This design comes from an exercise in tuning for small area, a short achievable clock period and few clock cycles per item on the open sky130 flow, not from production work.
In this exercise RTL edits were held to simulation tests only and were not proved equivalent to the original.
Power and IR drop assume default switching activity.

--- flow/config.mk ---
export PLATFORM = sky130hd
export DESIGN_NAME = sorted_list_insert_remove
export DESIGN_NICKNAME = sorted_list_insert_remove
export VERILOG_FILES = /design/flow/design.v
export SDC_FILE = /design/flow/constraint.sdc
export NUM_CORES = 4
export LEC_CHECK = 0
export CAP_MARGIN = 20
export CORE_MARGIN = 2
export CORE_UTILIZATION = 40
export SLEW_MARGIN = 20
--- flow/constraint.sdc ---
create_clock -name core_clock -period 5.5 [get_ports {clock}]
set_input_delay 1.1000 -clock core_clock [delete_from_list [all_inputs] [get_ports {clock}]]
set_output_delay 1.1000 -clock core_clock [all_outputs]
set_load 0.01 [all_outputs]
--- flow/design.v ---
`timescale 1ns / 1ps
`default_nettype none
package sli_pkg;
   localparam int FUNC_W   = 2;
   localparam int ITEM_W   = 32;
   localparam int STATUS_W = 2;
   localparam int POS_W    = 5;
   localparam int CNT_W    = 6;
   typedef enum logic [FUNC_W-1:0] {
      FUNC_INSERT = 2'd0,
      FUNC_REMOVE = 2'd1,
      FUNC_CLEAR  = 2'd2
   } func_type;
   typedef enum logic [STATUS_W-1:0] {
      STATUS_DONE      = 2'd0,
      STATUS_FULL      = 2'd1,
      STATUS_NOT_FOUND = 2'd2
   } status_type;
endpackage
`default_nettype wire
`timescale 1ns / 1ps
`default_nettype none
module sli_enc #(
   parameter int WIDTH = 8
) (
   input  wire  [WIDTH-1:0]              hit,
   output logic [$clog2(WIDTH+1)-1:0]    count
);
   localparam int CW = $clog2(WIDTH + 1);
   if (WIDTH == 1) begin : g_leaf
      assign count = hit;
   end else begin : g_node
      localparam int LW = WIDTH / 2;
      localparam int RW = WIDTH - LW;
      logic [$clog2(LW+1)-1:0] lo;
      logic [$clog2(RW+1)-1:0] hi;
      sli_enc #(.WIDTH(LW)) u_lo (.hit(hit[LW-1:0]),     .count(lo));
      sli_enc #(.WIDTH(RW)) u_hi (.hit(hit[WIDTH-1:LW]), .count(hi));
      assign count = CW'(lo) + CW'(hi);
   end
endmodule
`default_nettype wire
`timescale 1ns / 1ps
`default_nettype none
module sli_cell #(
   parameter int VALUE_WIDTH = 32
) (
   input  wire                    clock,
   input  wire                    reset,
   input  wire  [VALUE_WIDTH-1:0] wr_item,    
   input  wire  [VALUE_WIDTH-1:0] nxt_item,   
   input  wire                    nxt_lt,     
   input  wire                    nxt_eq,     
   input  wire                    adv,        
   input  wire                    load,
   input  wire                    set,
   input  wire                    kill,
   output logic                   valid,
   output logic                   lt,
   output logic                   eq
);
   logic [VALUE_WIDTH-1:0] value_ff;
   logic                   valid_ff;
   logic                   lt_ff;
   logic                   eq_ff;
   logic                   c_lt;
   logic                   c_eq;
   assign valid = valid_ff;
   assign lt    = lt_ff;
   assign eq    = eq_ff;
   assign c_lt  = valid_ff && ($signed(value_ff) < $signed(nxt_item));
   assign c_eq  = valid_ff && (value_ff == nxt_item);
   always_ff @(posedge clock) begin
      if (load) begin
         value_ff <= wr_item;
      end
   end
   always_ff @(posedge clock) begin
      if (reset || kill) begin
         valid_ff <= 1'b0;
      end else if (set) begin
         valid_ff <= 1'b1;
      end
   end
   always_ff @(posedge clock) begin
      if (adv) begin
         if (kill) begin
            lt_ff <= 1'b0;
            eq_ff <= 1'b0;
         end else if (set) begin
            lt_ff <= nxt_lt;
            eq_ff <= nxt_eq;
         end else begin
            lt_ff <= c_lt;
            eq_ff <= c_eq;
         end
      end
   end
endmodule
`default_nettype wire
`timescale 1ns / 1ps
`default_nettype none
module sorted_list_insert_remove #(
   parameter int CAPACITY    = 32,
   parameter int VALUE_WIDTH = 32
) (
   input  wire                                clock,
   input  wire                                reset,
   input  wire                                req_valid,
   output logic                               req_ready,
   input  wire  [sli_pkg::FUNC_W-1:0]         req_func,
   input  wire  signed [sli_pkg::ITEM_W-1:0]  req_item_value,
   output logic                               rsp_valid,
   input  wire                                rsp_ready,
   output logic [sli_pkg::STATUS_W-1:0]       rsp_status,
   output logic [sli_pkg::POS_W-1:0]          rsp_position,
   output logic [sli_pkg::CNT_W-1:0]          rsp_comparisons,
   output logic [sli_pkg::CNT_W-1:0]          rsp_moves,
   output logic [sli_pkg::CNT_W-1:0]          rsp_entry_count,
   output logic                               rsp_is_empty,
   output logic                               rsp_is_full
);
   localparam int NUM_W  = $clog2(CAPACITY + 1);           
   localparam int GROUPS = 4;
   localparam int GW     = CAPACITY / GROUPS;              
   localparam int GC_W   = $clog2(GW + 1);                 
   localparam int PC_W   = $clog2(2 * GW + 1);             
   localparam int CTL_W  = sli_pkg::STATUS_W + 2 + NUM_W;  
   localparam int WORD_W = sli_pkg::STATUS_W + sli_pkg::POS_W + 3 * sli_pkg::CNT_W + 2;
   localparam int POST   = 4;                              
   function automatic logic [CAPACITY-1:0] prefix_or(input logic [CAPACITY-1:0] x);
      logic [CAPACITY-1:0] p;
      p = x;
      for (int d = 1; d < CAPACITY; d = d * 2) begin
         for (int i = CAPACITY - 1; i >= 0; i--) begin
            if ((i / d) % 2 == 1) begin
               p[i] = p[i] | p[(i / d) * d - 1];
            end
         end
      end
      prefix_or = {p[CAPACITY-2:0], 1'b0};
   endfunction
   logic                        ready_ff;
   logic                        in_vld_ff;
   logic [sli_pkg::FUNC_W-1:0]  in_func_ff;
   logic [VALUE_WIDTH-1:0]      in_item_ff;
   logic                        nxt_lt;
   logic                        nxt_eq;
   logic                        ex_vld_ff;
   logic [sli_pkg::FUNC_W-1:0]  ex_func_ff;
   logic [VALUE_WIDTH-1:0]      ex_item_ff;
   logic                        adv;
   logic                        fire;
   logic                        full;
   logic                        f_ins;
   logic                        f_rem;
   logic                        f_clr;
   logic                        found;
   logic [CAPACITY-1:0]         slot_valid;
   logic [CAPACITY-1:0]         slot_lt;
   logic [CAPACITY-1:0]         slot_eq;
   logic [CAPACITY-1:0]         free_sel;
   logic [CAPACITY-1:0]         rem_sel;
   logic [NUM_W-1:0]            count_ff;
   logic [NUM_W-1:0]            count_in;
   logic [CTL_W-1:0]            ex_ctl;
   logic [GC_W-1:0]             g_cnt [GROUPS];
   logic                        r1_vld_ff, r2_vld_ff;
   logic                        r1_hold, r2_hold;
   logic [CTL_W-1:0]            r1_ctl_ff, r2_ctl_ff;
   logic [GC_W-1:0]             r1_g_ff [GROUPS];
   logic [PC_W-1:0]             r2_lo_ff, r2_hi_ff;
   logic [sli_pkg::STATUS_W-1:0] w_status;
   logic                        w_posen;
   logic                        w_ins;
   logic [NUM_W-1:0]            w_count;
   logic [NUM_W-1:0]            rank;
   logic [NUM_W-1:0]            shift;
   logic [NUM_W-1:0]            lo_n;
   logic [NUM_W-1:0]            hi_n;
   logic [sli_pkg::POS_W-1:0]   pos;
   logic [WORD_W-1:0]           word;
   logic [2:0]                  post_ff;
   logic [2:0]                  post_in;
   logic                        take;
   logic                        push;
   logic                        q_full;
   logic                        q0_vld_ff, q1_vld_ff;
   logic [WORD_W-1:0]           q0_word_ff, q1_word_ff;
   logic                        in_vld_in;
   logic                        ex_vld_in;
   logic                        space_in;
   assign full  = count_ff[NUM_W-1];
   assign fire  = ex_vld_ff && (post_ff != 3'(POST));
   assign adv   = !ex_vld_ff || (post_ff != 3'(POST));
   assign f_ins = (ex_func_ff == sli_pkg::FUNC_INSERT);
   assign f_rem = (ex_func_ff == sli_pkg::FUNC_REMOVE);
   assign f_clr = (ex_func_ff == sli_pkg::FUNC_CLEAR);
   assign take  = q0_vld_ff && rsp_ready;
   assign req_ready = ready_ff;
   assign post_in   = post_ff + 3'(fire) - 3'(take);
   assign space_in  = (post_in != 3'(POST));
   assign in_vld_in = ready_ff ? req_valid : (in_vld_ff && !adv);
   assign ex_vld_in = adv ? in_vld_ff : ex_vld_ff;
   always_ff @(posedge clock) begin
      if (reset) begin
         ready_ff  <= 1'b1;
         in_vld_ff <= 1'b0;
         ex_vld_ff <= 1'b0;
         post_ff   <= '0;
      end else begin
         ready_ff  <= !in_vld_in || !ex_vld_in || space_in;
         in_vld_ff <= in_vld_in;
         ex_vld_ff <= ex_vld_in;
         post_ff   <= post_in;
      end
   end
   always_ff @(posedge clock) begin
      if (ready_ff) begin
         in_func_ff <= req_func;
         in_item_ff <= VALUE_WIDTH'(req_item_value);
      end
      if (adv) begin
         ex_func_ff <= in_func_ff;
         ex_item_ff <= in_item_ff;
      end
   end
   assign nxt_lt   = $signed(ex_item_ff) < $signed(in_item_ff);
   assign nxt_eq   = (ex_item_ff == in_item_ff);
   assign free_sel = ~slot_valid & ~prefix_or(~slot_valid);
   assign rem_sel  = slot_eq & ~prefix_or(slot_eq);
   assign found    = |slot_eq;
   for (genvar i = 0; i < CAPACITY; i++) begin : g_slot
      sli_cell #(
         .VALUE_WIDTH(VALUE_WIDTH)
      ) u_cell (
         .clock    (clock),
         .reset    (reset),
         .wr_item  (ex_item_ff),
         .nxt_item (in_item_ff),
         .nxt_lt   (nxt_lt),
         .nxt_eq   (nxt_eq),
         .adv      (adv),
         .load     (free_sel[i]),
         .set      (fire && f_ins && free_sel[i]),
         .kill     ((fire && f_clr) || (fire && f_rem && rem_sel[i])),
         .valid    (slot_valid[i]),
         .lt       (slot_lt[i]),
         .eq       (slot_eq[i])
      );
   end
   always_comb begin
      count_in = count_ff;
      if (fire && f_clr) begin
         count_in = '0;
      end else if (fire && f_ins && !full) begin
         count_in = count_ff + NUM_W'(1);
      end else if (fire && f_rem && found) begin
         count_in = count_ff - NUM_W'(1);
      end
   end
   always_ff @(posedge clock) begin
      if (reset) begin
         count_ff <= '0;
      end else begin
         count_ff <= count_in;
      end
   end
   assign ex_ctl = {(f_ins && full)  ? sli_pkg::STATUS_FULL :
                    (f_rem && !found) ? sli_pkg::STATUS_NOT_FOUND : sli_pkg::STATUS_DONE,
                    f_ins ? !full : (f_rem && found),
                    f_ins && !full,
                    count_in};
   for (genvar g = 0; g < GROUPS; g++) begin : g_grp
      sli_enc #(
         .WIDTH(GW)
      ) u_cnt (
         .hit   (slot_lt[g*GW +: GW]),
         .count (g_cnt[g])
      );
   end
   assign q_full  = q0_vld_ff && q1_vld_ff;
   assign r2_hold = r2_vld_ff && q_full && !rsp_ready;
   assign r1_hold = r1_vld_ff && r2_hold;
   assign push    = r2_vld_ff && !r2_hold;
   always_ff @(posedge clock) begin
      if (reset) begin
         r1_vld_ff <= 1'b0;
         r2_vld_ff <= 1'b0;
      end else begin
         if (!r1_hold) r1_vld_ff <= fire;
         if (!r2_hold) r2_vld_ff <= r1_vld_ff;
      end
   end
   always_ff @(posedge clock) begin
      if (!r1_hold) begin
         for (int g = 0; g < GROUPS; g++) begin
            r1_g_ff[g] <= g_cnt[g];
         end
         r1_ctl_ff <= ex_ctl;
      end
      if (!r2_hold) begin
         r2_lo_ff  <= PC_W'(r1_g_ff[0]) + PC_W'(r1_g_ff[1]);
         r2_hi_ff  <= PC_W'(r1_g_ff[2]) + PC_W'(r1_g_ff[3]);
         r2_ctl_ff <= r1_ctl_ff;
      end
   end
   assign {w_status, w_posen, w_ins, w_count} = r2_ctl_ff;
   assign rank  = NUM_W'(r2_lo_ff) + NUM_W'(r2_hi_ff);
   assign lo_n  = ~{{(NUM_W-PC_W){1'b0}}, r2_lo_ff};
   assign hi_n  = ~{{(NUM_W-PC_W){1'b0}}, r2_hi_ff};
   assign shift = w_count + lo_n + hi_n + NUM_W'(1);
   assign pos   = w_posen ? sli_pkg::POS_W'(rank) : '0;
   assign word  = {w_status,
                   pos,
                   w_ins ? sli_pkg::CNT_W'(rank) : sli_pkg::CNT_W'(0),
                   w_ins ? sli_pkg::CNT_W'(shift) : sli_pkg::CNT_W'(0),
                   sli_pkg::CNT_W'(w_count),
                   w_count == '0,
                   w_count == NUM_W'(CAPACITY)};
   always_ff @(posedge clock) begin
      if (reset) begin
         q0_vld_ff <= 1'b0;
         q1_vld_ff <= 1'b0;
      end else begin
         q0_vld_ff <= (q0_vld_ff && !take) || q1_vld_ff || push;
         q1_vld_ff <= take ? (q1_vld_ff && push) : (q1_vld_ff || (q0_vld_ff && push));
      end
   end
   always_ff @(posedge clock) begin
      if (take) begin
         q0_word_ff <= q1_vld_ff ? q1_word_ff : word;
      end else if (!q0_vld_ff) begin
         q0_word_ff <= word;
      end
      if (!q1_vld_ff || take) begin
         q1_word_ff <= word;
      end
   end
   assign rsp_valid = q0_vld_ff;
   assign {rsp_status, rsp_position, rsp_comparisons, rsp_moves,
           rsp_entry_count, rsp_is_empty, rsp_is_full} = q0_word_ff;
endmodule
`default_nettype wire
--- flow/run.sh ---
#!/bin/bash
# synth_recipe.tcl (not shown) runs the flow's synth.tcl, then flattens the netlist and writes it again
# the make line also repeats each setting of config.mk as NAME=value (left out here)
make -C /OpenROAD-flow-scripts/flow DESIGN_CONFIG=/design/flow/config.mk WORK_HOME=/design/flow/orfs CLKGATE_MAP_FILE= SYNTH_SCRIPT=/design/flow/synth_recipe.tcl finish
==> flow_summary.yaml, run 1 <==
worst_setup_path:
  crit_chain: "inv_2 -> buf_4 -> ha_1 -> a21oi_1 -> o21a_1 -> o2bb2ai_1 -> o41ai_1 -> a31o_2 -> nand4b_1 -> a21oi_1"
  cp_slowest_stage_delay_ns: 0.87
  cp.arrival_ns: 4.54
  required_ns: 6.11
  critPathKind: "flop to flop"
  cp_max_fo: 32
  critPathSlowestCell: "a31o_2"
  rr_worst_depth: 10
  setup.worst_path.end_class: "flop"
  cp-start-kind: "flop"
  cp_common_cell: "a21oi_1"
synth:
  ys_top_cells_by_count: "edfxtp_1 (1,256), ha_1 (1,091), a21oi_1 (426), nand2_1 (281), nand4_1 (192)"
  yosys.area.top_type_share: 0.566
  syn_area_sq_mm: 0.0667
  netlist.top_cell.by_area: "edfxtp_1"
  synth_fp_nets: 5994
  ys_ff_latch: 1304
  synth-edff-count: 1256
  ys_seq_area_frac: 0.580
  synth_area_per_cell_sq_um: 13.8
  async_flop_share: 0
  yosysMostFrequentCell: "edfxtp_1"
  syn-instance-count: 4840
  ys_warn_count: 5
  synth_area_leaders: "edfxtp_1 (57%), ha_1 (20%), a21oi_1 (3.2%)"
  yosysUniqueCellTypes: 70
  synth_ff_type: "edfxtp_1"
global_route:
  grt_max_degree: 53
  antenna_found_initial: 3
  grt_use_total: 0.221
  grt_pass1_wl_microns: 276000
  grt_overflow: 0
  grt_pass1_vias: 43142
drt:
  routed-wl-met2_microns: 90800
  drc: 0
  detail_route.wl_per_cell_microns: 25.1
  dr.pass1.iters: 8
  wl_met3_microns: 9980
  drt_iter0_drc: 3771
  wl_met1_microns: 79100
  vias: 42930
  via_per_inst: 5.75
  top_layer: "met4"
  routed_wl_microns: 188000
  ant_nets: 0
layout:
  fin_util: 0.460
  area.growth.synth_to_final_pct: 14.1
  drive_gt1_frac: 0.0937
  fin_nets: 6309
  nFillCells: 14668
place:
  port_buffers: 66
  gp_congestion: 0.888
  place_hpwl_microns: 127000
floorplanning:
  die_y_microns: 412
  ios: 67
  coreArea_sq_mm: 0.165
  start_util: 0.404
  die_w_microns: 412
  die-area_sq_mm: 0.170
  num_rows: 149
cts:
  clock_sinks: 1304
  worstSkewPairLatency_ns: 0.78
  cts.reportedPaths.clkPinSlew_ns: 0.06
  cts_resized: 0
  htreeDepth: 4
  cts_buffer_depth: 3
  numCtsBuffers: 146
  hold_buffers: 0
  postCtsSetupRepairBufs: 0
  cts_tree: "yes"
  cts_root_buf: "clkbuf_16"
timing:
  slew_viol_final: 0
  rsz0062_at_grt: "false"
  whs_ns: 0.418
  finClkSkew_ns: 0.0349
  relSlewSlack: 0.249
  setup_viol: 0
  hold_viol: 0
  period_needed_ns: 3.94
  fmax_ghz: 0.254
  worstMarginPinSlew_ns: 1.12
  finalSetupTns_ns: 0
  min_period_over_period: 0.716
hold_path:
  hold_path_depth: 0
  hold_class: "flop to flop"
run:
  drv_cap: 0
power_and_ir_drop:
  power.total_uw: 22700
  p_per_area_mw_per_mm2: 298
  p_leak_uw: 0.0295
  peakVddDrop_uv: 316
run_status:
  status: "complete, no violations"
-- registers in the layout, summed over array words and instances, names as in the netlist, 2 cells and up --
signal / flops
in_item_ff: 32
count_ff: 6
r2_lo_ff: 5
r1_g_ff: 16
post_ff: 3
q1_word_ff: 27
in_func_ff: 2
r1_ctl_ff: 10
g_slot.u_cell.eq_ff: 32
ex_func_ff: 2
g_slot.u_cell.value_ff: 1024
r2_hi_ff: 5
r2_ctl_ff: 10
g_slot.u_cell.valid_ff: 32
ex_item_ff: 32
g_slot.u_cell.lt_ff: 32
q0_word_ff: 27
-- metal layers --
metal,GRT usage,vias to the layer above
met5,0,-
met4,0.0886,0
met3,0.0296,351
met2,0.377,1337
met1,0.283,21367
li1,-,19875
-- cell usage in the layout (no fill, tap or decap), types with 30 or more instances in the layout --
cell and n:
a21o_1 126, dfxtp_1 47, clkdlybuf4s50_1 65, nand2_1 279, o21ai_0 104, clkinv_1 35, ha_1 1091, a21boi_0 30
mux2_2 33, nand4_1 192, buf_4 137, and4_1 76, nand3_1 169, a21oi_1 426, inv_1 136, nor2_1 134
nor3_1 99, a221oi_1 36, a211oi_1 46, clkbuf_16 151, edfxtp_1 1256, o211ai_1 35, nor2b_1 49
-- cell type report --
| cell class | count | area (sq um) | area share |
|---|---|---|---|
| flip-flops and latches | 1304 | 38700 | 0.509 |
| multi-input cells | 3324 | 27400 | 0.361 |
| clock buffers | 181 | 3900 | 0.0513 |
| well taps | 2189 | 2740 | 0.0360 |
| repair buffers | 212 | 1900 | 0.0250 |
| clock inverters | 85 | 761 | 0.0100 |
| inverters | 167 | 627 | 0.00824 |
| diodes | 2 | 5.00 | 0.0000658 |
-- worst max-delay path: cells and delay by family (launching register included) --
kind                       cells  cell delay, ns
DFF                            1            0.42
AOI/OAI and AO/OA              6            2.05
and+or+nand+nor                1            0.17
buffers and inverters          2            0.79
adders and majority gates      1            0.30
-- final timing paths --
check,start,to,slack [ns]
worst max register to register,in_item_ff[11],g_slot[25].u_cell.lt_ff,1.56
worst max-delay path,in_item_ff[11],g_slot[25].u_cell.lt_ff,1.56
worst min-delay path,r1_ctl_ff[1],r2_ctl_ff[1],0.42
worst min register to register,r1_ctl_ff[1],r2_ctl_ff[1],0.42
-- metrics by stage --
stage	worst slack [ns]	cell area [sq um]	instances
3_3_place_gp	0.624	71200	7188
6_report	1.56	76000	7464
2_1_floorplan	0.732	66700	4840
5_1_grt	1.30	76000	7462
3_5_place_dp	1.53	71200	7189
4_1_cts	1.47	75800	7455
-- cell families after synthesis --
| group | synth area share |
|---|---|
| buffers and inverters | 0.0121 |
| multiplexers | 0.00783 |
| AO/OA/AOI/OAI | 0.0840 |
| AND/OR/NAND/NOR | 0.100 |
| flip-flops | 0.580 |
| adder cells (fa/ha/maj) | 0.212 |
| XOR/XNOR | 0.00328 |
-- power breakdown --
group / internal [uW] / switching (uW) / total [uW]
logic: 660 / 1230 / 1890
registers: 11100 / 83.4 / 11100
clock network: 5560 / 4070 / 9630
total: 17300 / 5390 / 22700
Testbench counts, summed over its fixed seeds: cycles 12,040, items 12,000.
==> run 2, diff against run 1 <==
--- a/flow/config.mk
+++ b/flow/config.mk
@@ -8,4 +8,5 @@
 export CAP_MARGIN = 20
 export CORE_MARGIN = 2
 export CORE_UTILIZATION = 40
+export SETUP_SLACK_MARGIN = 3.0
 export SLEW_MARGIN = 20
==> run 2 against run 1 <==
  * Combinational power grew 24%
  * Area after synthesis is the same
  * Cell count grew 3.3%
  * Critical endpoint is now g_slot[6].u_cell.lt_ff
  * Via count grew 5.8%
==> flow_summary.yaml, run 2 <==
place:
  placed_cell_area_sq_mm: 0.0716
  gp_congestion: 0.913
  port_buffers: 66
  place_hpwl_microns: 128000
floorplanning:
  num_rows: 149
  coreArea_sq_mm: 0.165
  die_w_microns: 412
  die-area_sq_mm: 0.170
  ios: 67
  start_util: 0.404
  die_y_microns: 412
synth:
  synth-compound-area-share: 0.0840
  ys_seq_area_frac: 0.580
  synth.mux.area_fraction: 0.00783
  synth_area_per_cell_sq_um: 13.8
  synth_ff_type: "edfxtp_1"
  yosysUniqueCellTypes: 70
  syn-instance-count: 4840
  synth_area_leaders: "edfxtp_1 (57%), ha_1 (20%), a21oi_1 (3.2%)"
  syn_area_sq_mm: 0.0667
  yosys.area.top_type_share: 0.566
  synth_top_family_by_area: "adder cells"
  ys_top_cells_by_count: "edfxtp_1 (1,256), ha_1 (1,091), a21oi_1 (426), nand2_1 (281), nand4_1 (192)"
  ys_ff_latch: 1304
  synth-edff-count: 1256
  yosysMostFrequentCell: "edfxtp_1"
  synth_xor_area_frac: 0.00328
  yosys.area_share.simple: 0.100
  async_flop_share: 0
  synth_fp_nets: 5994
  synthAdderAreaFrac: 0.212
  netlist.top_cell.by_area: "edfxtp_1"
  ys_warn_count: 5
drt:
  ant_nets: 0
  vias: 45424
  drc: 0
  via_per_inst: 5.89
  detail_route.wl_per_cell_microns: 27.2
  routed_wl_microns: 209000
  drt_iter0_drc: 3967
  dr.pass1.iters: 6
hold_path:
  hold_class: "flop to flop"
layout:
  area.growth.synth_to_final_pct: 23.5
  largest_reg_flops: 1024
  fin_nets: 6559
  stdcell_area_sq_mm: 0.0823
  drive_gt1_frac: 0.202
  final_common_cell: "edfxtp_1"
  nFillCells: 13901
  seq_area_sq_mm: 0.0387
  final_cell_mix: "edfxtp_1 (1,256), ha_1 (1,015), a21oi_1 (373), nand2_1 (255), buf_4 (230)"
  fin_util: 0.498
  multi_input_area_sq_mm: 0.0302
  largest_register: "g_slot.u_cell.value_ff"
cts:
  clock_sinks: 1304
  numCtsBuffers: 146
  cts_tree: "yes"
  cts_buffer_depth: 3
  worstSkewPairLatency_ns: 0.79
  hold_buffers: 0
  cts.reportedPaths.clkPinSlew_ns: 0.06
  htreeDepth: 4
  cts_root_buf: "clkbuf_16"
timing:
  relSlewSlack: 0.267
  finalSetupTns_ns: 0
  period_needed_ns: 3.19
  min_period_over_period: 0.580
  slew_viol_final: 0
  fmax_ghz: 0.313
  worstMarginPinSlew_ns: 1.10
  whs_ns: 0.420
  setup_viol: 0
  hold_viol: 0
  rsz0062_at_grt: "true"
  finClkSkew_ns: 0.0244
power_and_ir_drop:
  peakVddDrop_uv: 345
  p_per_area_mw_per_mm2: 278
  p_leak_uw: 0.0320
worst_setup_path:
  cp-start-kind: "flop"
  setup.worst_path.end_class: "flop"
  required_ns: 6.03
  critPathKind: "flop to flop"
  cp_max_fo: 4
  cp.arrival_ns: 3.72
global_route:
  grt_max_degree: 67
  grt_use_total: 0.244
  grt_overflow: 0
  antenna_found_initial: 5
  grt_pass1_vias: 44648
  grt_pass1_wl_microns: 301000
run:
  drv_cap: 0
run_status:
  status: "complete, no violations"
## run 2: cell counts after synthesis
No cell type changed its count.
## run 2: metal layers
layer  track usage  wire [microns]  vias up
li1              -               -    20399
met1         0.318           86100    22805
met2         0.397           98000     1758
met3        0.0378           14100      460
met4         0.119           11200        2
met5             0               8        -
## run 2: final timing paths
path / start / to / slack (ns) / depth (start not counted)
setup / recovery: in_item_ff[10] / g_slot[6].u_cell.lt_ff / 2.31 / 13
hold / removal: r1_ctl_ff[4] / r2_ctl_ff[4] / 0.42 / 0
setup reg to reg: in_item_ff[10] / g_slot[6].u_cell.lt_ff / 2.31 / 13
hold reg to reg: r1_ctl_ff[4] / r2_ctl_ff[4] / 0.42 / 0
## run 2: final cells by class
type / count / share of cell area
antenna: 3 / 0.0000912
clock buffer: 181 / 0.0471
clock inverter: 83 / 0.00760
inverter: 167 / 0.0113
multi-input combinational: 3338 / 0.367
sequential: 1304 / 0.471
tap: 2189 / 0.0333
timing repair buffer: 447 / 0.0622
timing repair inverter: 1 / 0.000106
## run 2: critical path, cell delays in order (launching register included)
cell and delay [ns]:
edfxtp_1 0.39, clkinvlp_4 0.12, buf_12 0.14, buf_12 0.14, buf_6 0.11, buf_8 0.12, ha_4 0.21, nand4_1 0.11
nor3_2 0.08, a21boi_2 0.16, or4b_4 0.59, a2111oi_4 0.45, mux2i_1 0.23, nand2_1 0.07
## run 2: stage by stage
step / power, uW / worst slack [ns] / instances
3_3_place_gp: 13200 / 0.822 / 7168
6_report: 22900 / 2.31 / 7713
3_5_place_dp: 13300 / 1.36 / 7172
5_1_grt: 23600 / 2.20 / 7711
4_1_cts: 23000 / 2.29 / 7657
2_1_floorplan: 12400 / 2.32 / 4840
## run 2: kinds of logic (layout without fill, tap and decap cells)
logic type	count (synthesis)	count (layout)
AO/OA/AOI/OAI	902	905
AND/OR/NAND/NOR	1233	1244
buffers and inverters	212	879
XOR/XNOR	25	25
flip-flops	1304	1304
multiplexers	48	48
adder cells (fa/ha/maj)	1116	1116
other	0	3
## run 2: power by group
group / switching (uW) / internal, uW / total, uW
registers: 89.6 / 11000 / 11100
clock network: 4080 / 5340 / 9420
logic: 1440 / 908 / 2350
total: 5620 / 17300 / 22900
## run 2: repair_timing
item	4_1_cts	5_1_grt
gates resized for setup	597	196
pin swaps	131	138
gates cloned	40	4
endpoints found under the setup margin	867	451
buffers inserted	181	46
==> run 3, diff against run 2 <==
--- a/flow/design.v
+++ b/flow/design.v
@@ -49,8 +49,8 @@
    input  wire                    reset,
    input  wire  [VALUE_WIDTH-1:0] wr_item,    
    input  wire  [VALUE_WIDTH-1:0] nxt_item,   
-   input  wire                    nxt_lt,     
-   input  wire                    nxt_eq,     
+   input  wire  [1:0]             nxt_lt,     
+   input  wire  [1:0]             nxt_eq,     
    input  wire                    adv,        
    input  wire                    load,
    input  wire                    set,
@@ -59,17 +59,20 @@
    output logic                   lt,
    output logic                   eq
 );
+   localparam int HW = VALUE_WIDTH / 2;
    logic [VALUE_WIDTH-1:0] value_ff;
    logic                   valid_ff;
-   logic                   lt_ff;
-   logic                   eq_ff;
-   logic                   c_lt;
-   logic                   c_eq;
+   logic [1:0]             lt_ff;
+   logic [1:0]             eq_ff;
+   logic [1:0]             c_lt;
+   logic [1:0]             c_eq;
    assign valid = valid_ff;
-   assign lt    = lt_ff;
-   assign eq    = eq_ff;
-   assign c_lt  = valid_ff && ($signed(value_ff) < $signed(nxt_item));
-   assign c_eq  = valid_ff && (value_ff == nxt_item);
+   assign lt    = lt_ff[1] || (eq_ff[1] && lt_ff[0]);
+   assign eq    = eq_ff[1] && eq_ff[0];
+   assign c_lt[1] = valid_ff && ($signed(value_ff[VALUE_WIDTH-1:HW]) < $signed(nxt_item[VALUE_WIDTH-1:HW]));
+   assign c_eq[1] = valid_ff && (value_ff[VALUE_WIDTH-1:HW] == nxt_item[VALUE_WIDTH-1:HW]);
+   assign c_lt[0] = (value_ff[HW-1:0] < nxt_item[HW-1:0]);
+   assign c_eq[0] = (value_ff[HW-1:0] == nxt_item[HW-1:0]);
    always_ff @(posedge clock) begin
       if (load) begin
          value_ff <= wr_item;
@@ -85,8 +88,8 @@
    always_ff @(posedge clock) begin
       if (adv) begin
          if (kill) begin
-            lt_ff <= 1'b0;
-            eq_ff <= 1'b0;
+            lt_ff <= 2'b00;
+            eq_ff <= 2'b00;
          end else if (set) begin
             lt_ff <= nxt_lt;
             eq_ff <= nxt_eq;
@@ -144,8 +147,8 @@
    logic                        in_vld_ff;
    logic [sli_pkg::FUNC_W-1:0]  in_func_ff;
    logic [VALUE_WIDTH-1:0]      in_item_ff;
-   logic                        nxt_lt;
-   logic                        nxt_eq;
+   logic [1:0]                  nxt_lt;
+   logic [1:0]                  nxt_eq;
    logic                        ex_vld_ff;
    logic [sli_pkg::FUNC_W-1:0]  ex_func_ff;
    logic [VALUE_WIDTH-1:0]      ex_item_ff;
@@ -225,8 +228,10 @@
          ex_item_ff <= in_item_ff;
       end
    end
-   assign nxt_lt   = $signed(ex_item_ff) < $signed(in_item_ff);
-   assign nxt_eq   = (ex_item_ff == in_item_ff);
+   assign nxt_lt[1] = $signed(ex_item_ff[VALUE_WIDTH-1:VALUE_WIDTH/2]) < $signed(in_item_ff[VALUE_WIDTH-1:VALUE_WIDTH/2]);
+   assign nxt_eq[1] = (ex_item_ff[VALUE_WIDTH-1:VALUE_WIDTH/2] == in_item_ff[VALUE_WIDTH-1:VALUE_WIDTH/2]);
+   assign nxt_lt[0] = (ex_item_ff[VALUE_WIDTH/2-1:0] < in_item_ff[VALUE_WIDTH/2-1:0]);
+   assign nxt_eq[0] = (ex_item_ff[VALUE_WIDTH/2-1:0] == in_item_ff[VALUE_WIDTH/2-1:0]);
    assign free_sel = ~slot_valid & ~prefix_or(~slot_valid);
    assign rem_sel  = slot_eq & ~prefix_or(slot_eq);
    assign found    = |slot_eq;
==> run 3 against run 2 <==
  * Non-clock buffer count rose by 89
  * Sequential cell count grew 64
  * Synthesized cell count increased by 5.2%
  * Cell count rose by 6.5%
  * Sequential power increased by 5%
  * Die area rose by 3.7%
  * Setup slack worse by 0.024 ns
  * Clock skew increased by 0.0084 ns
  * Hold slack worse by 0.021 ns
  * Design area is 4.8% higher
  * Critical path depth decreased by 3
  * Largest cell class unchanged
  * Still clean
  * Via count grew 4.5%
==> flow_summary.yaml, run 3 <==
run_status:
  status: "complete, no violations"
cts:
  clock_sinks: 1368
  cts_tree: "yes"
  numCtsBuffers: 156
  cts_root_buf: "clkbuf_16"
  htreeDepth: 4
  worstSkewPairLatency_ns: 0.81
  cts.reportedPaths.clkPinSlew_ns: 0.06
  hold_buffers: 0
  cts_buffer_depth: 3
layout:
  nFillCells: 14414
  final_cell_mix: "edfxtp_1 (1,320), ha_1 (1,047), a21oi_1 (365), buf_4 (318), nor2_1 (238)"
  largest_register: "g_slot.u_cell.value_ff"
  reg_top3: "g_slot.u_cell.value_ff x1024, g_slot.u_cell.eq_ff x64, g_slot.u_cell.lt_ff x64"
  fin_nets: 6932
  drive_gt1_frac: 0.219
  final_common_cell: "edfxtp_1"
  area.growth.synth_to_final_pct: 24.8
  largest_reg_flops: 1024
timing:
  slew_viol_final: 0
  rsz0062_at_grt: "true"
  finClkSkew_ns: 0.0328
  min_period_over_period: 0.585
  whs_ns: 0.400
  finalSetupTns_ns: 0
  hold_viol: 0
  period_needed_ns: 3.22
  setup_viol: 0
  relSlewSlack: 0.301
  fin_ws_ns: 2.28
  fmax_ghz: 0.311
  worstMarginPinSlew_ns: 1.04
synth:
  synth-edff-count: 1320
  ys_ff_latch: 1368
  async_flop_share: 0
  syn_area_sq_mm: 0.0691
  ys_seq_area_frac: 0.587
  yosysUniqueCellTypes: 73
  netlist.top_cell.by_area: "edfxtp_1"
  synth_fp_nets: 6247
  ys_top_cells_by_count: "edfxtp_1 (1,320), ha_1 (1,091), a21oi_1 (429), nor2_1 (285), nand2_1 (271)"
  yosys.area.top_type_share: 0.573
  yosysMostFrequentCell: "edfxtp_1"
  syn-instance-count: 5093
  synth_area_per_cell_sq_um: 13.6
  synth_ff_type: "edfxtp_1"
  ys_warn_count: 5
  synth_area_leaders: "edfxtp_1 (57%), ha_1 (20%), a21oi_1 (3.1%)"
worst_setup_path:
  required_ns: 6.06
  cp_max_fo: 2
  critPathSlowestCell: "fa_2"
  cp-start-kind: "flop"
  crit_chain: "a21o_1 -> fa_2 -> fa_1 -> inv_2 -> fa_2 -> inv_2 -> ha_4 -> inv_2 -> fa_2 -> inv_2"
  cp_common_cell: "inv_2"
  cp_slowest_stage_delay_ns: 0.65
  cp.arrival_ns: 3.77
  setup.worst_path.end_class: "flop"
  critPathKind: "flop to flop"
global_route:
  grt_overflow: 0
  grt_max_degree: 91
  antenna_found_initial: 2
  grt_pass1_vias: 46021
  grt_pass1_wl_microns: 311000
  grt_use_total: 0.243
power_and_ir_drop:
  p_per_area_mw_per_mm2: 283
  power.total_uw: 24400
  peakVddDrop_uv: 315
  p_leak_uw: 0.0339
floorplanning:
  num_rows: 152
  die_y_microns: 420
  die_w_microns: 420
  ios: 67
  start_util: 0.403
  coreArea_sq_mm: 0.172
  die-area_sq_mm: 0.176
place:
  dpl_worst_slack_ns: 1.24
  port_buffers: 66
  place_hpwl_microns: 134000
  gp_congestion: 0.889
drt:
  drc: 0
  via_per_inst: 5.78
  detail_route.wl_per_cell_microns: 26.5
  ant_nets: 0
  vias: 47459
  drt_iter0_drc: 4951
  dr.pass1.iters: 6
  routed_wl_microns: 218000
hold_path:
  hold_class: "flop to flop"
run:
  drv_cap: 0
-- run 3: cell count changes in the layout (fill, tap and decap cells not counted), moves of 26 or more --
cell,before,now
nor2_1,127,238
buf_4,230,318
o21ai_0,88,154
edfxtp_1,1256,1320
and4_1,75,13
nand3_1,154,101
nand2_1,255,211
inv_1,120,153
ha_1,1015,1047
ha_4,76,44
nand2_4,13,42
a221oi_1,32,4
nor2b_1,47,73
-- run 3: power by group --
| group | leakage (uW) | switching, uW | total [uW] | internal (uW) |
|---|---|---|---|---|
| logic | 0.0183 | 1480 | 2410 | 926 |
| clock network | 0.00245 | 4370 | 10300 | 5950 |
| registers | 0.0131 | 80.4 | 11700 | 11600 |
| total | 0.0339 | 5930 | 24400 | 18500 |
-- run 3: worst paths after layout --
| path | from | to | slack [ns] | depth (start not counted) |
|---|---|---|---|---|
| setup reg to reg | g_slot[13].u_cell.lt_ff[0] | r1_g_ff[1][1] | 2.28 | 10 |
| hold reg to reg | r1_ctl_ff[0] | r2_ctl_ff[0] | 0.40 | 0 |
| hold / removal | r1_ctl_ff[0] | r2_ctl_ff[0] | 0.40 | 0 |
| setup / recovery | g_slot[13].u_cell.lt_ff[0] | r1_g_ff[1][1] | 2.28 | 10 |
-- run 3: critical path, delay by kind of cell (launching register included) --
| kind | cells | cell delay, ns |
|---|---|---|
| flops | 1 | 0.38 |
| buf+inv | 4 | 0.21 |
| compound gates | 1 | 0.23 |
| fa+ha+maj | 5 | 2.17 |
-- run 3: final cells by class --
class,count,area [sq um],share of cell area
diodes,2,5.00,0.0000580
clock buffers,195,4170,0.0483
clock inverters,88,816,0.00945
inverters,200,955,0.0111
multi-input cells,3507,31300,0.363
flip-flops and latches,1368,40600,0.471
well taps,2310,2890,0.0335
repair buffers,536,5450,0.0631
repair inverters,9,68.8,0.000798
-- run 3: routing by layer --
layer  track usage  part of all wire  up-vias
met5             0          0.000055        -
met4        0.0863             0.037        2
met3        0.0375             0.078      380
met2         0.379              0.45     1932
met1         0.344              0.43    23705
li1              -                 -    21440
-- run 3: timing repair --
action,4_1_cts,5_1_grt
setup buffers,240,90
cloned,31,3
gates resized for setup,541,357
pin swaps,124,205
endpoints found under the setup margin,1020,522
endpoints found under the hold margin,0,0
-- run 3: through the flow --
stage / instances / area [sq um] / utilization
final: 8215 / 86300 / 0.502
after global routing: 8213 / 86300 / 0.502
after CTS: 8119 / 83700 / 0.488
after detailed placement: 7565 / 74500 / 0.434
after global placement: 7562 / 74400 / 0.433
after floorplan: 5093 / 69900 / -
-- run 3: kinds of logic (layout without fill, tap and decap cells) --
logic type / Yosys count / in the layout / share of synthesized area
multiplexers: 49 / 49 / 0.00756
AND/OR/NAND/NOR: 1250 / 1265 / 0.0917
adder cells (fa/ha/maj): 1116 / 1116 / 0.205
buffers and inverters: 233 / 1028 / 0.0127
flip-flops: 1368 / 1368 / 0.587
XOR/XNOR: 22 / 22 / 0.00279
other: 0 / 2 / 0
AO/OA/AOI/OAI: 1055 / 1055 / 0.0935
Testbench counts of run 3, summed over its fixed seeds: cycles 12,040, items 12,000.
==> run 4, diff against run 3 <==
--- a/flow/design.v
+++ b/flow/design.v
@@ -124,13 +124,14 @@
    output logic                               rsp_is_full
 );
    localparam int NUM_W  = $clog2(CAPACITY + 1);           
-   localparam int GROUPS = 4;
+   localparam int GROUPS = 8;
    localparam int GW     = CAPACITY / GROUPS;              
    localparam int GC_W   = $clog2(GW + 1);                 
    localparam int PC_W   = $clog2(2 * GW + 1);             
+   localparam int QC_W   = $clog2(4 * GW + 1);             
    localparam int CTL_W  = sli_pkg::STATUS_W + 2 + NUM_W;  
    localparam int WORD_W = sli_pkg::STATUS_W + sli_pkg::POS_W + 3 * sli_pkg::CNT_W + 2;
-   localparam int POST   = 4;                              
+   localparam int POST   = 5;                              
    function automatic logic [CAPACITY-1:0] prefix_or(input logic [CAPACITY-1:0] x);
       logic [CAPACITY-1:0] p;
       p = x;
@@ -147,6 +148,7 @@
    logic                        in_vld_ff;
    logic [sli_pkg::FUNC_W-1:0]  in_func_ff;
    logic [VALUE_WIDTH-1:0]      in_item_ff;
+   logic [VALUE_WIDTH-1:0]      in_item_n_ff;
    logic [1:0]                  nxt_lt;
    logic [1:0]                  nxt_eq;
    logic                        ex_vld_ff;
@@ -168,11 +170,12 @@
    logic [NUM_W-1:0]            count_in;
    logic [CTL_W-1:0]            ex_ctl;
    logic [GC_W-1:0]             g_cnt [GROUPS];
-   logic                        r1_vld_ff, r2_vld_ff;
-   logic                        r1_hold, r2_hold;
-   logic [CTL_W-1:0]            r1_ctl_ff, r2_ctl_ff;
+   logic                        r1_vld_ff, r2_vld_ff, r3_vld_ff;
+   logic                        r1_hold, r2_hold, r3_hold;
+   logic [CTL_W-1:0]            r1_ctl_ff, r2_ctl_ff, r3_ctl_ff;
    logic [GC_W-1:0]             r1_g_ff [GROUPS];
-   logic [PC_W-1:0]             r2_lo_ff, r2_hi_ff;
+   logic [PC_W-1:0]             r2_p_ff [GROUPS/2];
+   logic [QC_W-1:0]             r3_lo_ff, r3_hi_ff;
    logic [sli_pkg::STATUS_W-1:0] w_status;
    logic                        w_posen;
    logic                        w_ins;
@@ -183,8 +186,8 @@
    logic [NUM_W-1:0]            hi_n;
    logic [sli_pkg::POS_W-1:0]   pos;
    logic [WORD_W-1:0]           word;
-   logic [2:0]                  post_ff;
-   logic [2:0]                  post_in;
+   logic [POST-1:0]             post_ff;       
+   logic [POST-1:0]             post_in;
    logic                        take;
    logic                        push;
    logic                        q_full;
@@ -194,15 +197,16 @@
    logic                        ex_vld_in;
    logic                        space_in;
    assign full  = count_ff[NUM_W-1];
-   assign fire  = ex_vld_ff && (post_ff != 3'(POST));
-   assign adv   = !ex_vld_ff || (post_ff != 3'(POST));
+   assign fire  = ex_vld_ff && !post_ff[POST-1];
+   assign adv   = !ex_vld_ff || !post_ff[POST-1];
    assign f_ins = (ex_func_ff == sli_pkg::FUNC_INSERT);
    assign f_rem = (ex_func_ff == sli_pkg::FUNC_REMOVE);
    assign f_clr = (ex_func_ff == sli_pkg::FUNC_CLEAR);
    assign take  = q0_vld_ff && rsp_ready;
    assign req_ready = ready_ff;
-   assign post_in   = post_ff + 3'(fire) - 3'(take);
-   assign space_in  = (post_in != 3'(POST));
+   assign post_in   = (fire && !take) ? {post_ff[POST-2:0], 1'b1} :
+                      (take && !fire) ? {1'b0, post_ff[POST-1:1]} : post_ff;
+   assign space_in  = !post_in[POST-1];
    assign in_vld_in = ready_ff ? req_valid : (in_vld_ff && !adv);
    assign ex_vld_in = adv ? in_vld_ff : ex_vld_ff;
    always_ff @(posedge clock) begin
@@ -220,8 +224,9 @@
    end
    always_ff @(posedge clock) begin
       if (ready_ff) begin
-         in_func_ff <= req_func;
-         in_item_ff <= VALUE_WIDTH'(req_item_value);
+         in_func_ff   <= req_func;
+         in_item_ff   <= VALUE_WIDTH'(req_item_value);
+         in_item_n_ff <= ~req_item_value;
       end
       if (adv) begin
          ex_func_ff <= in_func_ff;
@@ -242,7 +247,7 @@
          .clock    (clock),
          .reset    (reset),
          .wr_item  (ex_item_ff),
-         .nxt_item (in_item_ff),
+         .nxt_item ((i < CAPACITY / 2) ? in_item_ff : ~in_item_n_ff),
          .nxt_lt   (nxt_lt),
          .nxt_eq   (nxt_eq),
          .adv      (adv),
@@ -285,16 +290,19 @@
       );
    end
    assign q_full  = q0_vld_ff && q1_vld_ff;
-   assign r2_hold = r2_vld_ff && q_full && !rsp_ready;
+   assign r3_hold = r3_vld_ff && q_full && !rsp_ready;
+   assign r2_hold = r2_vld_ff && r3_hold;
    assign r1_hold = r1_vld_ff && r2_hold;
-   assign push    = r2_vld_ff && !r2_hold;
+   assign push    = r3_vld_ff && !r3_hold;
    always_ff @(posedge clock) begin
       if (reset) begin
          r1_vld_ff <= 1'b0;
          r2_vld_ff <= 1'b0;
+         r3_vld_ff <= 1'b0;
       end else begin
          if (!r1_hold) r1_vld_ff <= fire;
          if (!r2_hold) r2_vld_ff <= r1_vld_ff;
+         if (!r3_hold) r3_vld_ff <= r2_vld_ff;
       end
    end
    always_ff @(posedge clock) begin
@@ -305,15 +313,21 @@
          r1_ctl_ff <= ex_ctl;
       end
       if (!r2_hold) begin
-         r2_lo_ff  <= PC_W'(r1_g_ff[0]) + PC_W'(r1_g_ff[1]);
-         r2_hi_ff  <= PC_W'(r1_g_ff[2]) + PC_W'(r1_g_ff[3]);
+         for (int g = 0; g < GROUPS / 2; g++) begin
+            r2_p_ff[g] <= PC_W'(r1_g_ff[2*g]) + PC_W'(r1_g_ff[2*g+1]);
+         end
          r2_ctl_ff <= r1_ctl_ff;
       end
+      if (!r3_hold) begin
+         r3_lo_ff  <= QC_W'(r2_p_ff[0]) + QC_W'(r2_p_ff[1]);
+         r3_hi_ff  <= QC_W'(r2_p_ff[2]) + QC_W'(r2_p_ff[3]);
+         r3_ctl_ff <= r2_ctl_ff;
+      end
    end
-   assign {w_status, w_posen, w_ins, w_count} = r2_ctl_ff;
-   assign rank  = NUM_W'(r2_lo_ff) + NUM_W'(r2_hi_ff);
-   assign lo_n  = ~{{(NUM_W-PC_W){1'b0}}, r2_lo_ff};
-   assign hi_n  = ~{{(NUM_W-PC_W){1'b0}}, r2_hi_ff};
+   assign {w_status, w_posen, w_ins, w_count} = r3_ctl_ff;
+   assign rank  = NUM_W'(r3_lo_ff) + NUM_W'(r3_hi_ff);
+   assign lo_n  = ~{{(NUM_W-QC_W){1'b0}}, r3_lo_ff};
+   assign hi_n  = ~{{(NUM_W-QC_W){1'b0}}, r3_hi_ff};
    assign shift = w_count + lo_n + hi_n + NUM_W'(1);
    assign pos   = w_posen ? sli_pkg::POS_W'(rank) : '0;
    assign word  = {w_status,
==> run 4 against run 3 <==
  * Routed wire length rose by 0.36%
  * Sequential cell count rose by 69
  * Sequential share of layout area rose by 0.53 points
  * Clock skew rose by 0.0031 ns
  * Register-to-register slack improved by 0.36 ns
  * Area after synthesis rose by 3.6%
  * Total power barely moved
  * Combinational power fell by 21%
  * Hold slack improved by 0.018 ns
  * Die area rose by 3.6%
  * Global-route usage fell by 0.94 points
  * Critical path type unchanged
==> flow_summary.yaml, run 4 <==
global_route:
  grt_pass1_wl_microns: 312000
  antenna_found_initial: 10
  grt_overflow: 0
  grt_pass1_vias: 48536
  grt_max_degree: 66
  grt_use_total: 0.233
synth:
  syn_area_sq_mm: 0.0717
  netlist.top_cell.by_area: "edfxtp_1"
  synth_fp_nets: 6440
  synth-edff-count: 1386
  yosys.area.top_type_share: 0.581
  async_flop_share: 0
  yosysMostFrequentCell: "edfxtp_1"
  ys_top_cells_by_count: "edfxtp_1 (1,386), ha_1 (1,107), a21oi_1 (466), nand2_1 (324), nor2_1 (265)"
  synth_area_per_cell_sq_um: 13.6
  ys_seq_area_frac: 0.595
  syn-instance-count: 5275
  ys_warn_count: 7
  synth_ff_type: "edfxtp_1"
  synth_area_leaders: "edfxtp_1 (58%), ha_1 (19%), a21oi_1 (3.3%)"
  ys_ff_latch: 1437
  yosysUniqueCellTypes: 88
drt:
  dr.pass1.iters: 5
  detail_route.wl_per_cell_microns: 25.7
  ant_nets: 0
  drc: 0
  drt_iter0_drc: 4167
  vias: 48559
  routed_wl_microns: 219000
  via_per_inst: 5.72
layout:
  largest_reg_flops: 1024
  final_common_cell: "edfxtp_1"
  drive_gt1_frac: 0.220
  final_cell_mix: "edfxtp_1 (1,386), ha_1 (1,075), a21oi_1 (379), buf_4 (303), nand2_1 (258)"
  reg_top3: "g_slot.u_cell.value_ff x1024, g_slot.u_cell.eq_ff x64, g_slot.u_cell.lt_ff x64"
  fin_util: 0.503
  fin_nets: 7182
  area.growth.synth_to_final_pct: 25.1
  largest_register: "g_slot.u_cell.value_ff"
timing:
  setup_viol: 0
  min_period_over_period: 0.519
  hold_viol: 0
  slew_viol_final: 0
  period_needed_ns: 2.86
  finClkSkew_ns: 0.0358
  relSlewSlack: 0.223
  worstMarginPinSlew_ns: 1.17
  rsz0062_at_grt: "true"
  fmax_ghz: 0.350
  finalSetupTns_ns: 0
place:
  place_hpwl_microns: 131000
  port_buffers: 66
  gp_congestion: 0.870
worst_setup_path:
  crit_family: "compound AO/OA/AOI/OAI gates"
  crit_chain: "clkinvlp_4 -> buf_8 -> buf_6 -> buf_6 -> ha_1 -> nand4_1 -> nor4_4 -> o21ai_1 -> a31oi_1 -> a41oi_2 -> o31ai_1"
  cp_max_fo: 4
  cp_common_cell: "buf_6"
  crit_cells: 11
  cp-start-kind: "flop"
  cp_num_buf_inv: 4
  required_ns: 6.10
  setup.worst_path.end_class: "flop"
  cp_slowest_stage_delay_ns: 0.43
  cp.arrival_ns: 3.46
  rr_worst_depth: 11
  critPathSlowestCell: "edfxtp_1"
  critPathKind: "flop to flop"
power_and_ir_drop:
  p_leak_uw: 0.0359
  peakVddDrop_uv: 219
  p_sw_uw: 5680
  seqPwrFrac: 0.497
  power_frac_clock: 0.425
  p_per_area_mw_per_mm2: 272
  swShare: 0.233
  comb_power_share: 0.078
  p_int_uw: 18700
cts:
  cts_root_buf: "clkbuf_16"
  numCtsBuffers: 156
  worstSkewPairLatency_ns: 0.79
  htreeDepth: 4
  cts_tree: "yes"
  hold_buffers: 0
  clock_sinks: 1437
  cts_buffer_depth: 3
  cts.reportedPaths.clkPinSlew_ns: 0.06
hold_path:
  hold_path_depth: 0
  hold_class: "flop to flop"
floorplanning:
  die_w_microns: 427
  die_y_microns: 427
  coreArea_sq_mm: 0.178
  start_util: 0.402
  die-area_sq_mm: 0.183
  num_rows: 155
  ios: 67
run_status:
  status: "complete, no violations"
run:
  drv_cap: 0
==> run 4: repair_timing <==
action / in CTS / in global routing
pin swaps: 196 / 161
setup endpoints to repair: 994 / 920
setup buffers: 296 / 102
gates cloned: 34 / 13
gates resized for setup: 684 / 285
==> run 4: worst paths after layout <==
check	end	slack, ns	start
worst min register to register	r3_ctl_ff[5]	0.42	r2_ctl_ff[5]
worst min-delay path	r3_ctl_ff[5]	0.42	r2_ctl_ff[5]
worst max register to register	g_slot[6].u_cell.lt_ff[1]	2.64	in_item_ff[28]
worst max-delay path	g_slot[6].u_cell.lt_ff[1]	2.64	in_item_ff[28]
==> run 4: power groups by stage <==
stage                     registers [uW]  logic [uW]  clock network (uW)
after global placement             12400        1400                   0
after floorplan                    12400         748                   0
after CTS                          12100        1790               10500
after detailed placement           12400        1440                   0
final                              12100        1900               10400
after global routing               12100        2060               10900
==> run 4: cells by family after synthesis <==
| group | Yosys count | share of synthesized area |
|---|---|---|
| flip-flops | 1437 | 0.595 |
| buffers and inverters | 291 | 0.0153 |
| AO/OA/AOI/OAI | 1075 | 0.0909 |
| XOR/XNOR | 20 | 0.00244 |
| multiplexers | 44 | 0.00658 |
| adder cells (fa/ha/maj) | 1127 | 0.199 |
| AND/OR/NAND/NOR | 1281 | 0.0908 |
==> run 4: area by class of cell <==
cell class                 count  area (sq um)
antenna                        1          2.50
clock buffer                 192          4150
clock inverter                88           820
fill                       14790         88600
inverter                     248           998
multi-input combinational   3563         31100
sequential                  1437         42700
tap                         2355          2950
timing repair buffer         611          6980
==> run 4: per-stage QoR <==
step	setup slack (ns)	hold WS, ns	std cells	power (uW)	cell area, sq um
2_1_floorplan	2.53	0.400	5275	13200	72000
3_3_place_gp	1.63	0.402	7769	13800	76400
3_5_place_dp	1.54	0.406	7769	13800	76400
4_1_cts	2.69	0.418	8379	24400	87200
5_1_grt	2.58	0.425	8495	25100	89700
6_report	2.64	0.418	8495	24400	89700
==> run 4: routing by layer <==
metal | GRT usage | routed length, microns | part of all wire
met1 | 0.288 | 86800 | 0.40
met2 | 0.398 | 107000 | 0.49
met3 | 0.0319 | 11700 | 0.054
met4 | 0.121 | 13400 | 0.061
met5 | 0 | 33 | 0.00015
Testbench counts of run 4, summed over its fixed seeds: cycles 12,048, items 12,000.
==> run 5, diff against run 4 <==
--- a/flow/design.v
+++ b/flow/design.v
@@ -149,8 +149,9 @@
    logic [sli_pkg::FUNC_W-1:0]  in_func_ff;
    logic [VALUE_WIDTH-1:0]      in_item_ff;
    logic [VALUE_WIDTH-1:0]      in_item_n_ff;
-   logic [1:0]                  nxt_lt;
-   logic [1:0]                  nxt_eq;
+   logic [1:0]                  nxt_lt [2];
+   logic [1:0]                  nxt_eq [2];
+   logic [VALUE_WIDTH-1:0]      nxt_item [2];
    logic                        ex_vld_ff;
    logic [sli_pkg::FUNC_W-1:0]  ex_func_ff;
    logic [VALUE_WIDTH-1:0]      ex_item_ff;
@@ -233,10 +234,14 @@
          ex_item_ff <= in_item_ff;
       end
    end
-   assign nxt_lt[1] = $signed(ex_item_ff[VALUE_WIDTH-1:VALUE_WIDTH/2]) < $signed(in_item_ff[VALUE_WIDTH-1:VALUE_WIDTH/2]);
-   assign nxt_eq[1] = (ex_item_ff[VALUE_WIDTH-1:VALUE_WIDTH/2] == in_item_ff[VALUE_WIDTH-1:VALUE_WIDTH/2]);
-   assign nxt_lt[0] = (ex_item_ff[VALUE_WIDTH/2-1:0] < in_item_ff[VALUE_WIDTH/2-1:0]);
-   assign nxt_eq[0] = (ex_item_ff[VALUE_WIDTH/2-1:0] == in_item_ff[VALUE_WIDTH/2-1:0]);
+   assign nxt_item[0] = in_item_ff;
+   assign nxt_item[1] = ~in_item_n_ff;
+   for (genvar h = 0; h < 2; h++) begin : g_nxt
+      assign nxt_lt[h][1] = $signed(ex_item_ff[VALUE_WIDTH-1:VALUE_WIDTH/2]) < $signed(nxt_item[h][VALUE_WIDTH-1:VALUE_WIDTH/2]);
+      assign nxt_eq[h][1] = (ex_item_ff[VALUE_WIDTH-1:VALUE_WIDTH/2] == nxt_item[h][VALUE_WIDTH-1:VALUE_WIDTH/2]);
+      assign nxt_lt[h][0] = (ex_item_ff[VALUE_WIDTH/2-1:0] < nxt_item[h][VALUE_WIDTH/2-1:0]);
+      assign nxt_eq[h][0] = (ex_item_ff[VALUE_WIDTH/2-1:0] == nxt_item[h][VALUE_WIDTH/2-1:0]);
+   end
    assign free_sel = ~slot_valid & ~prefix_or(~slot_valid);
    assign rem_sel  = slot_eq & ~prefix_or(slot_eq);
    assign found    = |slot_eq;
@@ -247,9 +252,9 @@
          .clock    (clock),
          .reset    (reset),
          .wr_item  (ex_item_ff),
-         .nxt_item ((i < CAPACITY / 2) ? in_item_ff : ~in_item_n_ff),
-         .nxt_lt   (nxt_lt),
-         .nxt_eq   (nxt_eq),
+         .nxt_item (nxt_item[i / (CAPACITY / 2)]),
+         .nxt_lt   (nxt_lt[i / (CAPACITY / 2)]),
+         .nxt_eq   (nxt_eq[i / (CAPACITY / 2)]),
          .adv      (adv),
          .load     (free_sel[i]),
          .set      (fire && f_ins && free_sel[i]),
--- a/flow/config.mk
+++ b/flow/config.mk
@@ -8,5 +8,5 @@
 export CAP_MARGIN = 20
 export CORE_MARGIN = 2
 export CORE_UTILIZATION = 40
-export SETUP_SLACK_MARGIN = 3.0
+export SETUP_SLACK_MARGIN = 2.7
 export SLEW_MARGIN = 20
==> run 5 against run 4 <==
  * First-iteration DRC count up 17%
  * Via count is 0.69% lower
  * Critical path depth down 3
  * Sequential cell count stayed put
  * Sequential share of layout area grew 1.9 points
==> flow_summary.yaml, run 5 <==
synth:
  ys_top_cells_by_count: "edfxtp_1 (1,386), ha_1 (1,139), a21oi_1 (400), nand2_1 (256), inv_1 (233)"
  synth.mux.area_fraction: 0.00804
  yosys.area_share.simple: 0.0937
  synth-edff-count: 1386
  yosysUniqueCellTypes: 93
  synth_fp_nets: 6514
  yosysMostFrequentCell: "edfxtp_1"
  syn-instance-count: 5317
  yosys.area.top_type_share: 0.572
  syn_area_sq_mm: 0.0728
  async_flop_share: 0
  synthAdderAreaFrac: 0.201
  synth_xor_area_frac: 0.00229
  synth_area_leaders: "edfxtp_1 (57%), ha_1 (20%), a21oi_1 (2.7%)"
  ys_seq_area_frac: 0.586
  netlist.top_cell.by_area: "edfxtp_1"
  synth_ff_type: "edfxtp_1"
  synth-compound-area-share: 0.0942
  ys_ff_latch: 1437
  synth_area_per_cell_sq_um: 13.7
  ys_warn_count: 13
  synth_top_family_by_area: "adder cells"
timing:
  hold_viol: 0
  setup_viol: 0
  period_needed_ns: 2.78
  relSlewSlack: 0.288
  finClkSkew_ns: 0.0297
  min_period_over_period: 0.506
  fin_ws_ns: 2.72
  finalSetupTns_ns: 0
  slew_viol_final: 0
  rsz0062_at_grt: "true"
  fmax_ghz: 0.359
  worstMarginPinSlew_ns: 1.06
run:
  drv_cap: 0
drt:
  vias: 48225
  routed_wl_microns: 212000
  wl_met1_microns: 94700
  ant_nets: 0
  dr.pass1.iters: 7
  detail_route.wl_per_cell_microns: 25.4
  via_per_inst: 5.79
  top_layer: "met4"
  drt_iter0_drc: 4878
  wl_met3_microns: 15100
  routed-wl-met2_microns: 95100
  drc: 0
cts:
  numCtsBuffers: 156
  worstSkewPairLatency_ns: 0.81
  cts_buffer_depth: 3
  hold_buffers: 0
  cts.reportedPaths.clkPinSlew_ns: 0.06
  cts_tree: "yes"
  cts_root_buf: "clkbuf_16"
  clock_sinks: 1437
  htreeDepth: 4
layout:
  final_cells: 8335
  drive_gt1_frac: 0.148
  fin_util: 0.477
  fin_nets: 7032
  final_common_cell: "edfxtp_1"
  largest_register: "g_slot.u_cell.value_ff"
  final_cell_mix: "edfxtp_1 (1,386), ha_1 (1,128), a21oi_1 (390), buf_4 (254), nand2_1 (246)"
  reg_top3: "g_slot.u_cell.value_ff x1024, g_slot.u_cell.eq_ff x64, g_slot.u_cell.lt_ff x64"
  area.growth.synth_to_final_pct: 18.4
  largest_reg_flops: 1024
hold_path:
  hold_class: "flop to flop"
  hold_end: "r3_ctl_ff[6]"
  hold_start: "r2_ctl_ff[6]"
  hold_path_depth: 0
worst_setup_path:
  cp_max_fo: 12
  setup.worst_path.end_class: "flop"
  cp.arrival_ns: 3.44
  reg2reg_slack_ns: 2.72
  rr_worst_depth: 8
  critPathKind: "flop to flop"
  cp-start-kind: "flop"
  required_ns: 6.16
  r2r-end: "g_slot[6].u_cell.eq_ff[0]"
  r2r_start: "in_item_ff[12]"
place:
  dpl_worst_slack_ns: 1.53
  port_buffers: 66
  dp_cells: 7823
  gp_congestion: 0.885
  place_hpwl_microns: 138000
floorplanning:
  ios: 67
  num_rows: 156
  die_w_microns: 431
  die-area_sq_mm: 0.185
  die_y_microns: 431
  start_util: 0.403
  coreArea_sq_mm: 0.181
global_route:
  grt_pass1_vias: 46688
  grt_pass1_wl_microns: 309000
  grt_max_degree: 102
  antenna_found_initial: 6
  grt_overflow: 0
  grt_use_total: 0.225
power_and_ir_drop:
  p_per_area_mw_per_mm2: 280
  p_leak_uw: 0.0342
  power.total_uw: 24100
  peakVddDrop_uv: 352
run_status:
  status: "complete, no violations"
## run 5: kinds of logic after synthesis
family / after synthesis
xor gates and xnor gates: 19
and+or+nand+nor: 1285
buffers and inverters: 280
AOI/OAI and AO/OA: 1082
adders and majority gates: 1159
muxes: 55
DFF: 1437
## run 5: timing repair
| action | 4_1_cts | 5_1_grt |
|---|---|---|
| gates cloned | 17 | 0 |
| pin swaps | 61 | 63 |
| buffers inserted | 162 | 42 |
| resized for setup | 212 | 169 |
| setup endpoints to repair | 963 | 188 |
## run 5: power breakdown
| group | internal (uW) | switching (uW) |
|---|---|---|
| clock network | 5840 | 4420 |
| logic | 639 | 1110 |
| registers | 12100 | 62.3 |
| total | 18500 | 5600 |
## run 5: area by class of cell
cell class | instances | area [sq um]
fill | 15527 | 94500
sequential | 1437 | 42700
multi-input combinational | 3617 | 31000
clock buffer | 204 | 4230
timing repair buffer | 389 | 3740
tap | 2370 | 2970
inverter | 234 | 953
clock inverter | 80 | 682
antenna | 4 | 10.0
## run 5: worst max path at each step
stage | start | end | slack (ns) | depth (start not counted)
final | in_item_ff[12] | g_slot[6].u_cell.eq_ff[0] | 2.72 | 8
after CTS | g_slot[8].u_cell.valid_ff | g_slot[30].u_cell.value_ff[27] | 2.53 | 8
after floorplan | g_slot[2].u_cell.valid_ff | g_slot[11].u_cell.value_ff[0] | 2.38 | 5
after global placement | g_slot[10].u_cell.valid_ff | g_slot[31].u_cell.value_ff[14] | 1.65 | 5
after global routing | in_item_ff[18] | g_slot[8].u_cell.lt_ff[1] | 2.64 | 10
after detailed placement | g_slot[10].u_cell.valid_ff | g_slot[31].u_cell.value_ff[14] | 1.53 | 5
## run 5: through the flow
step,hold WS (ns),instance area [sq um]
floorplan,0.400,72900
global placement,0.407,77400
detailed placement,0.405,77400
CTS,0.418,84900
global route,0.425,86200
finish,0.419,86200
## run 5: critical path: stages, from the launching register on
cell	delay, ns
edfxtp_1	0.38
clkinvlp_4	0.25
buf_4	0.31
ha_1	0.33
and4_1	0.20
nand3_1	0.17
nor4_1	0.76
a21oi_1	0.11
nor2_1	0.12
## run 5: layer usage
layer  vias up  GRT usage
li1      22066          -
met1     23996      0.322
met2      1814      0.350
met3       349     0.0323
met4         0     0.0785
met5         -          0
Testbench counts of run 5, summed over its fixed seeds: cycles 12,048, items 12,000.
==> run 6, diff against run 5 <==
--- a/flow/config.mk
+++ b/flow/config.mk
@@ -8,5 +8,6 @@
 export CAP_MARGIN = 20
 export CORE_MARGIN = 2
 export CORE_UTILIZATION = 40
-export SETUP_SLACK_MARGIN = 2.7
+export SETUP_SLACK_MARGIN = 3.0
 export SLEW_MARGIN = 20
+export TNS_END_PERCENT = 20
==> run 6 against run 5 <==
  * Still clean on timing, DRC and antenna
  * Global-route usage shrank 0.056 points
  * Maximum frequency shrank 1.7%
  * Setup slack lost 0.049 ns
  * Clock power grew 4%
  * Core utilization grew 2.2 points
==> flow_summary.yaml, run 6 <==
synth:
  synth_area_leaders: "edfxtp_1 (57%), ha_1 (20%), a21oi_1 (2.7%)"
  ys_ff_latch: 1437
  synth_ff_type: "edfxtp_1"
  yosysUniqueCellTypes: 93
  syn-instance-count: 5317
  ys_warn_count: 13
  async_flop_share: 0
  yosysMostFrequentCell: "edfxtp_1"
  synth_area_per_cell_sq_um: 13.7
  syn_area_sq_mm: 0.0728
  synth_fp_nets: 6514
  netlist.top_cell.by_area: "edfxtp_1"
  synth-edff-count: 1386
  ys_seq_area_frac: 0.586
  ys_top_cells_by_count: "edfxtp_1 (1,386), ha_1 (1,139), a21oi_1 (400), nand2_1 (256), inv_1 (233)"
  yosys.area.top_type_share: 0.572
timing:
  fmax_ghz: 0.353
  whs_ns: 0.414
  slew_viol_final: 0
  finalSetupTns_ns: 0
  min_period_over_period: 0.515
  fin_ws_ns: 2.67
  worstMarginPinSlew_ns: 1.10
  setup_viol: 0
  rsz0062_at_grt: "true"
  period_needed_ns: 2.83
  relSlewSlack: 0.269
  hold_viol: 0
  finClkSkew_ns: 0.0231
power_and_ir_drop:
  peakVddDrop_uv: 318
  power.total_uw: 24800
  p_per_area_mw_per_mm2: 275
  p_leak_uw: 0.0357
run_status:
  status: "complete, no violations"
cts:
  htreeDepth: 4
  cts_buffer_depth: 3
  numCtsBuffers: 158
  cts_tree: "yes"
  cts.reportedPaths.clkPinSlew_ns: 0.06
  cts_root_buf: "clkbuf_16"
  worstSkewPairLatency_ns: 0.80
  clock_sinks: 1437
layout:
  final_cell_mix: "edfxtp_1 (1,386), ha_1 (1,058), a21oi_1 (366), buf_4 (354), nand2_1 (241)"
  nFillCells: 15172
  largest_register: "g_slot.u_cell.value_ff"
  fin_util: 0.499
  largest_reg_flops: 1024
  fin_nets: 7229
  reg_top3: "g_slot.u_cell.value_ff x1024, g_slot.u_cell.eq_ff x64, g_slot.u_cell.lt_ff x64"
  drive_gt1_frac: 0.202
  area.growth.synth_to_final_pct: 23.8
  final_common_cell: "edfxtp_1"
hold_path:
  hold_class: "flop to flop"
worst_setup_path:
  cp.arrival_ns: 3.44
  required_ns: 6.11
  reg2reg_slack_ns: 2.67
  cp-start-kind: "flop"
  setup.worst_path.end_class: "flop"
  cp_max_fo: 7
  critPathKind: "flop to flop"
drt:
  via_per_inst: 5.76
  drt_iter0_drc: 4881
  ant_nets: 0
  drc: 0
  detail_route.wl_per_cell_microns: 25.0
  dr.pass1.iters: 8
  routed_wl_microns: 213000
  vias: 49141
global_route:
  grt_pass1_wl_microns: 310000
  grt_pass1_vias: 47646
  grt_max_degree: 105
  antenna_found_initial: 7
  grt_use_total: 0.225
  grt_overflow: 0
place:
  place_hpwl_microns: 137000
  gp_congestion: 0.912
  dpl_worst_slack_ns: 1.81
  port_buffers: 66
floorplanning:
  num_rows: 156
  die_y_microns: 431
  die_w_microns: 431
  coreArea_sq_mm: 0.181
  ios: 67
  start_util: 0.403
  die-area_sq_mm: 0.185
run:
  drv_cap: 0
[run 6: cell count changes in the layout (fill, tap and decap cells not counted), sizes merged, moves of 7 or more]
cell	delta
buf	+192
clkinvlp	-9
inv	+9
bufinv	+7
dlygate4sd2	+7
[run 6: final timing paths]
check	endpoint	from	cells after the start
worst max-delay path	g_slot[0].u_cell.lt_ff[1]	in_item_ff[30]	10
worst min-delay path	r2_ctl_ff[9]	r1_ctl_ff[9]	0
worst max register to register	g_slot[0].u_cell.lt_ff[1]	in_item_ff[30]	10
worst min register to register	r2_ctl_ff[9]	r1_ctl_ff[9]	0
[run 6: kinds of logic (layout without fill, tap and decap cells)]
logic type	Yosys count	in the layout	synth area share
AOI/OAI and AO/OA	1082	1082	0.0942
xor gates and xnor gates	19	19	0.00229
adders and majority gates	1159	1159	0.201
buffers and inverters	280	1110	0.0147
DFF	1437	1437	0.586
muxes	55	56	0.00804
other	0	3	0
and+or+nand+nor	1285	1299	0.0937
[run 6: timing repair]
action	in CTS	in global routing
pin swaps	162	142
cloned	22	2
buffers inserted	286	108
hold endpoints to repair	0	0
hold buffers	0	0
endpoints found under the setup margin	1094	656
resized for setup	477	266
[run 6: report_power, final]
part / internal [uW] / switching (uW)
Combinational: 802 / 1180
Clock: 6220 / 4470
Sequential: 12100 / 60.6
[run 6: area by class of cell]
type / instances / area (sq um) / share of cell area
Inverter: 234 / 931 / 0.0103
Sequential cell: 1437 / 42700 / 0.474
Clock inverter: 91 / 920 / 0.0102
Multi-Input combinational cell: 3615 / 32500 / 0.361
Timing Repair Buffer: 584 / 5810 / 0.0645
Antenna cell: 3 / 7.51 / 0.0000833
Tap cell: 2370 / 2970 / 0.0329
Timing Repair inverter: 2 / 15.0 / 0.000167
Clock buffer: 199 / 4240 / 0.0471
[run 6: through the flow]
stage               cells  area (sq um)
CTS                  8421         87800
finish               8535         90100
global route         8534         90100
floorplan            5317         73000
global placement     7820         77400
detailed placement   7823         77500
[run 6: routing by layer]
metal,track usage,vias to the layer above,share of wire
met3,0.0280,304,0.067
met1,0.322,24651,0.45
met4,0.0703,4,0.030
met5,0,-,0.000089
met2,0.355,1704,0.46
li1,-,22478,-
[run 6: critical path: stages (launching register included)]
cell and delay (ns):
edfxtp_1 0.42, clkinvlp_4 0.18, buf_12 0.16, buf_6 0.13
ha_1 0.31, nand4_1 0.22, nor4_4 0.27, a21boi_2 0.25
a211o_1 0.14, mux2_4 0.33, o32ai_2 0.22

Re-timed with assumed drivers on the ports (clkbuf_16 on the clock, buf_2 on other inputs), run 6 has 2.668 ns of setup slack against 2.668 ns with ideal ports, and 1.999 ns once port delays also move by the mid clock arrival of 0.876 ns.
